This is an optimization exercise on Yosys and OpenROAD, whose aim is small area and a short achievable clock period, not a production implementation. RTL that was checked went through simulation tests only; none was proved equivalent to the original. The flow treats the clock pin as an ideal source, which a real chip does not have. Power is estimated from default activity; no workload was simulated.

run A:
// robotSensorTop
module robotSensorTop #(
	parameter int unsigned windowCycles = 500000,
	parameter int unsigned glitchTicks = 20
) (
	input  logic clk,
	input  logic reset,
	input  logic [7-1:0] encA,
	input  logic [7-1:0] encB,
	input  logic towerA,
	input  logic laserSync,
	input  logic laserSign,
	input  logic [5-1:0] limitSwitch,
	input  logic startIn,
	input  logic boardId,
	input  logic [1:0] key,
	input  logic wbCyc,
	input  logic wbStb,
	input  logic wbWe,
	input  logic [4-1:0] wbAdr,
	input  logic [16-1:0] wbDatIn,
	output logic [16-1:0] wbDatOut,
	output logic wbAck,
	output logic [1:0] irqN
);
	localparam logic [7-1:0] invertMask = 7'b0000110;
	logic [7-1:0][16-1:0] countA;
	logic [7-1:0][16-1:0] countB;
	logic [7-1:0][16-1:0] axisSpeed;
	logic [7-1:0] axisDir;
	logic clearCounts;
	logic running;
	logic speedValid;
	logic beaconValid;
	logic towerTick;
	logic towerTurn;
	logic [16-1:0] towerSpeed;
  ...
Size in the first run: about 2500 cells after synthesis, about 27000 µm² of cells after synthesis.
export LEC_CHECK = 0
export CAP_MARGIN = 20
export CORE_MARGIN = 2
export CORE_UTILIZATION = 55
export PLACE_DENSITY = 0.67
export SETUP_SLACK_MARGIN = 1.7
export SLEW_MARGIN = 20
create_clock -name core_clock -period 4.0 [get_ports {clk}]
standard.sh (not shown) runs the stock make flow with config.mk's settings and CLKGATE_MAP_FILE= SYNTH_SCRIPT=/design/flow/synth_recipe.tcl, a recipe that flattens the netlist after the stock synthesis.
==> flow/flow/run.sh <==
#!/bin/bash
# The standard layout, with the port buffers as plain buffers, sizing not tied to
# footprints, and clock tree synthesis without dummy loads
bash standard.sh MATCH_CELL_FOOTPRINT=0 "BUFFER_PORTS_ARGS=-buffer_cell sky130_fd_sc_hd__buf_2" \
  "CTS_ARGS=-sink_clustering_enable -repair_clock_nets -dont_use_dummy_load" finish > standard.log 2>&1
Run A finished every stage and its layout cleared the timing, design-rule and antenna checks.
What run B does differently from run A at the input level:
- PLACE_DENSITY removed (was 0.67)
- CORE_UTILIZATION changed from 55 to 40
- SETUP_SLACK_MARGIN changed from 1.7 to 1.75
==> flow/flow/run.sh <==
#!/bin/bash
# The standard layout, with the port buffers as plain buffers and sizing not tied to footprints
bash standard.sh MATCH_CELL_FOOTPRINT=0 "BUFFER_PORTS_ARGS=-buffer_cell sky130_fd_sc_hd__buf_2" finish > standard.log 2>&1
Notes after the runs:
When run B is measured against run A, its critical path data required time turns out 0.03 ns higher. Of run A and run B, the higher remaining max-slew budget at the tightest pin belongs to run A. Between run A and run B, the net switching fraction of the power is higher for run B. Count of clock-buffer cells in the layout ends up lower on run A. Final hold slack for run B: 0.018 ns down relative to run A. Between run A and run B, non-clock buffer count is higher for run B, run A comes in under that. Against run A, run B reports a area of all placed cells without fillers that is higher. The core utilization reported for run B is smaller than that of run A by 15 points.
#### Input delta (run C over run B)
- changing SETUP_SLACK_MARGIN from 1.75 to 1.7
- setting CTS_CLUSTER_SIZE to 20 for the first time
- setting CTS_BUF_LIST to sky130_fd_sc_hd__clkbuf_8 for the first time
### Flow results
Run C | stages: all done | timing, DRC, antenna: all pass. Total met2 wirelength after detailed routing (run C over run B): decrease, 0.73%. NOTE: global routing usage summed across all routing layers in run C exceeds that of run B. The lower headroom to the max-slew limit of run C and run B is in run B.
Here is what was changed in the inputs of run D compared with run C.
- clearing CTS_CLUSTER_SIZE, which used to be 20
- clearing CTS_BUF_LIST, which used to be sky130_fd_sc_hd__clkbuf_8
==> flow/flow/run.sh <==
#!/bin/bash
# The standard layout, with the port buffers as plain buffers, sizing not tied to
# footprints, and clock tree synthesis without dummy loads
bash standard.sh MATCH_CELL_FOOTPRINT=0 "BUFFER_PORTS_ARGS=-buffer_cell sky130_fd_sc_hd__buf_2" \
  "CTS_ARGS=-sink_clustering_enable -repair_clock_nets -dont_use_dummy_load" finish > standard.log 2>&1
==> summary.txt <==
- Going from run C to run D, clock network fraction of total power decreased 1.3 points, share of total power in combinational logic essentially unchanged.
- Compared run D vs run C, and routed metal-1 wire length is down in run D.
- Run D vs run C, slowest cell on the critical path: sky130_fd_sc_hd__fa_2 vs sky130_fd_sc_hd__ha_1
- Sort run C and run D by sum of internal, switching and leakage power, ascending, and run D comes first.
- Count of final hold-check violations essentially unchanged between run D and run C.
- Run D vs. run C: minimum setup slack in the final design up 0.027 ns; final period demand of the worst path now smaller; register-to-register slack up 0.03 ns; final routed wirelength across all metal layers went down 1000 µm.
- Vias per cell in run D vs run C: up 0.070
- In the final design statistics, run D uses fewer standard cells in total than run C.
Function was not checked in any run of this note: the RTL went through the layout flow alone.

========
Setup of build 87:
Another version of the RTL of robotSensorTop (not shown whole).
For scale: ~2400 cells after synthesis, about 600 flip-flops, ~70 I/O pins, roughly 27000 µm² of cells after synthesis.
// robotSensorTop
module robotSensorTop #(
	parameter int unsigned windowCycles = 500000,
	parameter int unsigned glitchTicks = 20
) (
	input  logic clk,
	input  logic reset,
	input  logic [7-1:0] encA,
	input  logic [7-1:0] encB,
	input  logic towerA,
	input  logic laserSync,
	input  logic laserSign,
	input  logic [5-1:0] limitSwitch,
	input  logic startIn,
	input  logic boardId,
	input  logic [1:0] key,
	input  logic wbCyc,
	input  logic wbStb,
	input  logic wbWe,
	input  logic [4-1:0] wbAdr,
	input  logic [16-1:0] wbDatIn,
	output logic [16-1:0] wbDatOut,
	output logic wbAck,
	output logic [1:0] irqN
);
==> flow/config.mk <==
export PLATFORM = sky130hd
export DESIGN_NAME = robotSensorTop
export DESIGN_NICKNAME = robotSensorTop
export VERILOG_FILES = /design/flow/design.v
export SDC_FILE = /design/flow/constraint.sdc
export NUM_CORES = 4
export LEC_CHECK = 0
export CAP_MARGIN = 40
export CORE_MARGIN = 2
export CORE_UTILIZATION = 65
export PLACE_DENSITY = 0.77
export SETUP_SLACK_MARGIN = 1.9
export SLEW_MARGIN = 60
==> flow/constraint.sdc <==
create_clock -name core_clock -period 4.0 [get_ports {clk}]
set_input_delay 0.8000 -clock core_clock [delete_from_list [all_inputs] [get_ports {clk}]]
set_output_delay 0.8000 -clock core_clock [all_outputs]
set_load 0.01 [all_outputs]
==> flow/flow/run.sh <==
#!/bin/bash
# The standard layout, with the port buffers as plain buffers, sizing not tied to
# footprints, clock tree synthesis without dummy loads, and extra setup repair after it
bash standard.sh MATCH_CELL_FOOTPRINT=0 "BUFFER_PORTS_ARGS=-buffer_cell sky130_fd_sc_hd__buf_2" \
  "CTS_ARGS=-sink_clustering_enable -repair_clock_nets -dont_use_dummy_load -sink_clustering_size 30 -sink_clustering_max_diameter 80" \
  POST_CTS_TCL=$(pwd)/flow/post_cts.tcl finish > standard.log 2>&1
==> flow/flow/post_cts.tcl <==
# extra setup repair after clock tree synthesis: the standard repair stops at its worst
# endpoint, so repeat it, sizing up and buffering, to reach the paths behind that one
for {set i 0} {$i < 3} {incr i} {
  repair_timing -setup -setup_margin $::env(SETUP_SLACK_MARGIN) -repair_tns 100 \
    -sequence "sizeup,swap,buffer,clone,split" -verbose
}
detailed_placement
check_placement -verbose
What build 70 does differently from build 87 at the input level:
- a change of SLEW_MARGIN from 60 to 20
- a change of CAP_MARGIN from 40 to 20
diff --git a/flow/flow/run.sh b/flow/flow/run.sh
--- a/flow/flow/run.sh
+++ b/flow/flow/run.sh
@@ -5 +5 @@
-  "CTS_ARGS=-sink_clustering_enable -repair_clock_nets -dont_use_dummy_load -sink_clustering_size 30 -sink_clustering_max_diameter 80" \
+  "CTS_ARGS=-sink_clustering_enable -repair_clock_nets -dont_use_dummy_load -sink_clustering_size 40 -sink_clustering_max_diameter 60" \
--- outcome ---
- Build 70 finished all stages; the layout is clean.
- Sequential group power delta (build 87 -> build 70): insignificant
- Compared with build 87, build 70 shows a higher measured slew at the worst slew-check pin.
- Re floorplan die area: no difference whatsoever between build 87 and build 70.
- Instance area after placement (build 70 vs. build 87) decreases slightly
- Clock-cell share of area ends up lower on build 87.
- Diff build 87 -> build 70: power saw an increase; multi-input combinational area share saw a decrease; overall global routing resource usage saw an increase; maximum clock frequency saw a decrease; number of inserted filler cells in the final layout saw a decrease.
- Build 70 ends up with a number of global-route vias before repair that is 280 higher than in build 87.
- Looking at library cell contributing the largest single delay on the critical path, the sky130_fd_sc_hd__or4_1 result is from build 70; the sky130_fd_sc_hd__fa_2 one comes from build 87.
For build 60, these inputs were changed with respect to build 70:
- TNS_END_PERCENT: unset -> 40
diff --git a/flow/flow/run.sh b/flow/flow/run.sh
--- a/flow/flow/run.sh
+++ b/flow/flow/run.sh
@@ -5 +5 @@
-  "CTS_ARGS=-sink_clustering_enable -repair_clock_nets -dont_use_dummy_load -sink_clustering_size 40 -sink_clustering_max_diameter 60" \
+  "CTS_ARGS=-sink_clustering_enable -repair_clock_nets -dont_use_dummy_load -sink_clustering_size 30 -sink_clustering_max_diameter 80" \
==> summary.txt <==
Slack of the critical path (lower): build 70
From build 70 to build 60 the numbers moved as follows: cell area after placement ~0 delta; buffering overhead -0.18 points; area of the multi-input gates +about 0.37%; worst setup slack after placement -0.033 ns.
~same post-synthesis share of cell area spent on full adders, half adders and majority gates in build 70 and build 60
Summary of build 60 over build 70: floorplan die area flat, global routing met1 resource utilization up 0.47 points, routed wire length down about 0.6%.

## re-timing with driven ports
No port has a modelled driver above. Below, the same layouts with a new extraction and two added sets of constraints. Step 1 sets driving cells, clkbuf_16 on the clock port and buf_2 on the other inputs (assumed; they add their load-dependent delay and slew). Step 2 adds t to the input delays and takes it off the output delays; t is the mean of the earliest and latest rising clock arrival at the registers after step 1. Input paths then give back, and output paths get back, about the clock's delay inside the block. a / b / c = ideal ports / drivers / drivers and shift; a / b = the first two.
run | t (ns) | setup WS [ns] | worst setup path after step 2 | worst slew at a driven data input, ns
run A | 0.663 | 1.652 / 1.652 / 1.279 | input to register | 0.08
run B | 0.671 | 1.605 / 1.605 / 1.086 | input to register | 0.11
run C | 0.782 | 1.629 / 1.629 / 1.111 | input to register | 0.12
run D | 0.636 | 1.656 / 1.656 / 1.183 | input to register | 0.12
build 87 | 0.637 | 1.872 / 1.872 / 1.474 | input to register | 0.04
build 70 | 0.619 | 1.845 / 1.845 / 1.371 | input to register | 0.05
build 60 | 0.645 | 1.849 / 1.849 / 1.346 | input to register | 0.05
After both steps every run listed still meets setup and hold. For run B, which loses most, drivers alone change the setup slack by 0.000 ns; drivers and shift together by -0.519 ns.
